Background: an optimization exercise with open tools, aiming at small area, a short achievable clock period and few clock cycles. Do not read the settings as production practice.
Only simulation tests tie the RTL to the original design; equivalence was not proved.
Power and IR drop assume default switching activity.

== S ==
Design matmul_sequencer, start of the top module:
module matmul_sequencer (
  input  logic       clk,
  input  logic       rst,
  input  logic       rx_valid,
  input  logic [7:0] rx_data,
  output logic [7:0] tx_data,
  output logic       tx_valid,
  input  logic       tx_ready,
  output logic       busy,
  output logic       done,
  output logic       err
);
  localparam logic [1:0] S_HDR = 2'd0, S_A = 2'd1, S_B = 2'd2, S_RUN = 2'd3;
  logic [1:0]  st_q, bcnt_q, hcnt_q, lph_q;
  logic [1:0]  mm1_q, nm1_q, pm1_q, ci_q, ck_q;
  logic [23:0] word_q;
  logic        nz_q, busy_q, done_q, err_q;
  logic [31:0] hw_q;
  logic [1:0]  tk_q, tr_q, tj_q;
  logic        tfirst_q, tfinal_q, apend_q;
  logic [2:0]  pc_q;
  logic [31:0] ar [0:3][0:3];
  logic [31:0] cr [0:3][0:3];
  logic [31:0] ains [0:3];
  logic [31:0] cins [0:3];
  logic        s2v_q, s2fin_q, s2last_q;
  logic [1:0]  s2j_q;
  logic        wfin_q;
  logic [1:0]  wfj_q;
  logic [2:0]  fcol_q;
  logic [31:0] w_q;
  ...
==> flow/config.mk <==
export PLATFORM = sky130hd
export DESIGN_NAME = matmul_sequencer
export DESIGN_NICKNAME = matmul_sequencer
export VERILOG_FILES = /design/flow/design.v
export SDC_FILE = /design/flow/constraint.sdc
export NUM_CORES = 4
export LEC_CHECK = 0
export CAP_MARGIN = 20
export CORE_MARGIN = 2
export CORE_UTILIZATION = 40
export PLACE_DENSITY = 0.6
export SLEW_MARGIN = 20
==> flow/constraint.sdc <==
create_clock -name core_clock -period 11.0 [get_ports {clk}]
set_input_delay 2.2000 -clock core_clock [delete_from_list [all_inputs] [get_ports {clk}]]
set_output_delay 2.2000 -clock core_clock [all_outputs]
set_load 0.01 [all_outputs]
standard.sh (not shown) runs the stock make flow with config.mk's settings and CLKGATE_MAP_FILE= SYNTH_SCRIPT=/design/flow/synth_recipe.tcl, a recipe that flattens the netlist after the stock synthesis.
==> flow/flow/run.sh <==
#!/bin/bash
set -euo pipefail
bash standard.sh SETUP_SLACK_MARGIN=7.5 CTS_CLUSTER_SIZE=30 CTS_CLUSTER_DIAMETER=90 finish > standard.log 2>&1
Testbench counts of S, summed over its fixed seeds: cycles 26,589.
What Q does differently from S at the input level:
==> flow/flow/run.sh <==
#!/bin/bash
set -euo pipefail
bash standard.sh SETUP_SLACK_MARGIN=7.5 CTS_CLUSTER_SIZE=20 CTS_CLUSTER_DIAMETER=90 finish > standard.log 2>&1
Findings:
- Q finished every step from synthesis to the final layout, and the layout passed the timing, DRC and antenna checks.
- When Q is measured against S, its fraction of area in registers turns out 0.84 points lower.
- Delta (Q minus S): initial antenna violation count dropped 1; core outline area level.
- In the metrics for S and Q, the one carrying the higher power consumption is Q.

## build 97
matmul_sequencer again, from the RTL that the note above started with.
export LEC_CHECK = 0
export CAP_MARGIN = 20
export CORE_MARGIN = 2
export CORE_UTILIZATION = 40
export PLACE_DENSITY = 0.6
export SLEW_MARGIN = 20
create_clock -name core_clock -period 11.0 [get_ports {clk}]
==> flow/flow/run.sh <==
#!/bin/bash
set -euo pipefail
bash standard.sh SETUP_SLACK_MARGIN=7.8 CTS_CLUSTER_SIZE=25 CTS_CLUSTER_DIAMETER=70 finish > standard.log 2>&1
Testbench counts of build 97, summed over its fixed seeds: cycles 26,589.
What build 85 does differently from build 97 at the input level:
==> flow/flow/run.sh <==
#!/bin/bash
# The standard layout, with repair_timing asked for a larger setup margin.
set -euo pipefail
bash standard.sh SETUP_SLACK_MARGIN=7.5 finish > standard.log 2>&1
--- outcome ---
When the final numbers for build 85 and build 97 were put side by side, the global-route usage turned out to be greater in build 97. As of build 85, combinational power had fallen by a few percent compared to build 97. [compare] base=build 97 new=build 85: clock-buffer cell count moved up, cell count now sits higher, count of plain and timing-repair buffers decreased by 66 relative to the old numbers, number of diodes added for antenna fixing dropped 1, number of buffers created by CTS higher. Build 85 against build 97: via-per-instance ratio went down; area added between synthesis and finish went up; final period utilization went up.
Edits applied to the flow inputs when going from build 85 to build 89:
==> flow/flow/run.sh <==
#!/bin/bash
set -euo pipefail
bash standard.sh SETUP_SLACK_MARGIN=7.5 CTS_CLUSTER_SIZE=30 CTS_CLUSTER_DIAMETER=70 finish > standard.log 2>&1
--- outcome ---
- Relative to build 85, the switching power measured on build 89 has decreased by a few percent.
- Between build 85 and build 89, net switching fraction of the power increased.
- Diff build 85 -> build 89: clock period minus final worst setup slack shows an increase of 0.041 ns; final critical-path share of the clock period shows an increase of 0.37 points; setup slack shows a reduction of 0.041 ns; cell count shows a reduction of 122.
- Build 89 has wire length of the first global-routing pass below what build 85 had.
- Compared with build 85, build 89 shows a lower max-slew headroom at the worst pin.
- Lower maximum net fanout on the critical path goes to build 89 over build 85.
- Sum of routed wire length over all layers, build 89 vs build 85: down slightly
Here is what was changed in the inputs of build 75 compared with build 89.
==> flow/flow/run.sh <==
#!/bin/bash
set -euo pipefail
bash standard.sh SETUP_SLACK_MARGIN=7.5 CORE_UTILIZATION=60 PLACE_DENSITY=0.75 finish > standard.log 2>&1
Notes after the runs:
Looking at number of buffers other than clock buffers in the final layout, build 75 sits below build 89. Cmp build 89 and build 75 / signed area change from the synthesized netlist to the final layout / higher: build 75. Per the comparison of build 75 with build 89, clock period minus worst slack rose 0.049 ns; fraction of standard cell area that is sequential now sits lower; combinational power neither gained nor lost much. When build 75 is measured against build 89, its hold slack turns out 0.045 ns lower. Relative max-transition margin (higher): build 75. Final cell area: build 75 above build 89. Build 89 has higher number of cells on the critical path than build 75.
Input-level comparison between build 53 and build 75:
==> flow/flow/run.sh <==
#!/bin/bash
set -euo pipefail
bash standard.sh SETUP_SLACK_MARGIN=7.65 CTS_CLUSTER_SIZE=25 CTS_CLUSTER_DIAMETER=70 finish > standard.log 2>&1
==> run summary <==
- Measured against build 53, the amount of wire on met3 after detailed routing of build 75 comes out at 1.5 times the reference value.
- Between build 53 and build 75, it is build 53 whose global-route met2 utilization is lower, by 17 points.
- Top routing layer in use: met4 -> build 75, met5 -> build 53
- Die area: higher on build 53
- Build 53: core utilization of the finished layout 24 points below build 75
- Going from build 75 to build 53, the total power was found to have gone down by 12%.
- In build 53 relative to build 75, count of placed standard cells in the final layout, fillers left out had gone up by a little under 10%.
- | worst hold slack after final layout | build 53 vs build 75 | better |
- Floorplan core area in build 53 is 40000 µm² above build 75.
The following lists how build 88 was set up differently from build 53:
==> flow/flow/run.sh <==
#!/bin/bash
set -euo pipefail
bash standard.sh SETUP_SLACK_MARGIN=7.5 CTS_CLUSTER_SIZE=25 CTS_CLUSTER_DIAMETER=100 finish > standard.log 2>&1
Notes after the runs:
Among build 53 and build 88, the run that stopped before the end is build 88, and it is the only one. Build 53 → build 88: first-pass GRT wire length increased by about 2.2% relative to the old numbers, adder-cell share of the synthesized area has remained practically unchanged. Build 88 and build 53 ended up with roughly the same count of clock tree sinks. Build 53 and build 88 ended up with roughly the same number of cells in the design after placement.

separate check: timing with driven ports:
Ports are ideal in the flow. The routed layouts listed here were re-timed in OpenROAD. Step 1: set_driving_cell puts a clkbuf_16 on clk and a buf_2 on each other input, an assumption about the parent block. Step 2, shift: input delay + t, output delay - t, t = (earliest + latest rising clock arrival at the registers) / 2. This alone moves slack from input paths to output paths. Slacks: no drivers / after step 1 / after step 2; pairs: no drivers / after step 1.
| run | t (ns) | slack for setup (ns) | worst hold slack (ns) | worst slew at a driven data input, ns | cell pins on the clock port's net |
|---|---|---|---|---|---|
| S | 0.740 | 7.392 / 7.392 / 6.855 | 0.327 / 0.327 / 0.327 | 0.06 | 1 |
| Q | 0.740 | 7.370 / 7.370 / 6.879 | 0.321 / 0.321 / 0.321 | 0.06 | 1 |
| build 97 | 0.739 | 7.525 / 7.506 / 7.017 | 0.313 / 0.313 / 0.313 | 0.09 | 1 |
| build 85 | 0.802 | 7.480 / 7.451 / 6.837 | 0.312 / 0.312 / 0.312 | 0.06 | 1 |
| build 89 | 0.739 | 7.439 / 7.439 / 6.869 | 0.315 / 0.315 / 0.315 | 0.06 | 1 |
| build 75 | 0.748 | 7.389 / 7.389 / 6.925 | 0.269 / 0.269 / 0.269 | 0.04 | 1 |
| build 53 | 0.732 | 7.479 / 7.479 / 6.979 | 0.316 / 0.316 / 0.316 | 0.08 | 1 |
After both steps every run listed still meets setup and hold. The setup slack of build 85, which loses most, moves by -0.029 ns with the drivers and by -0.643 ns with both steps.
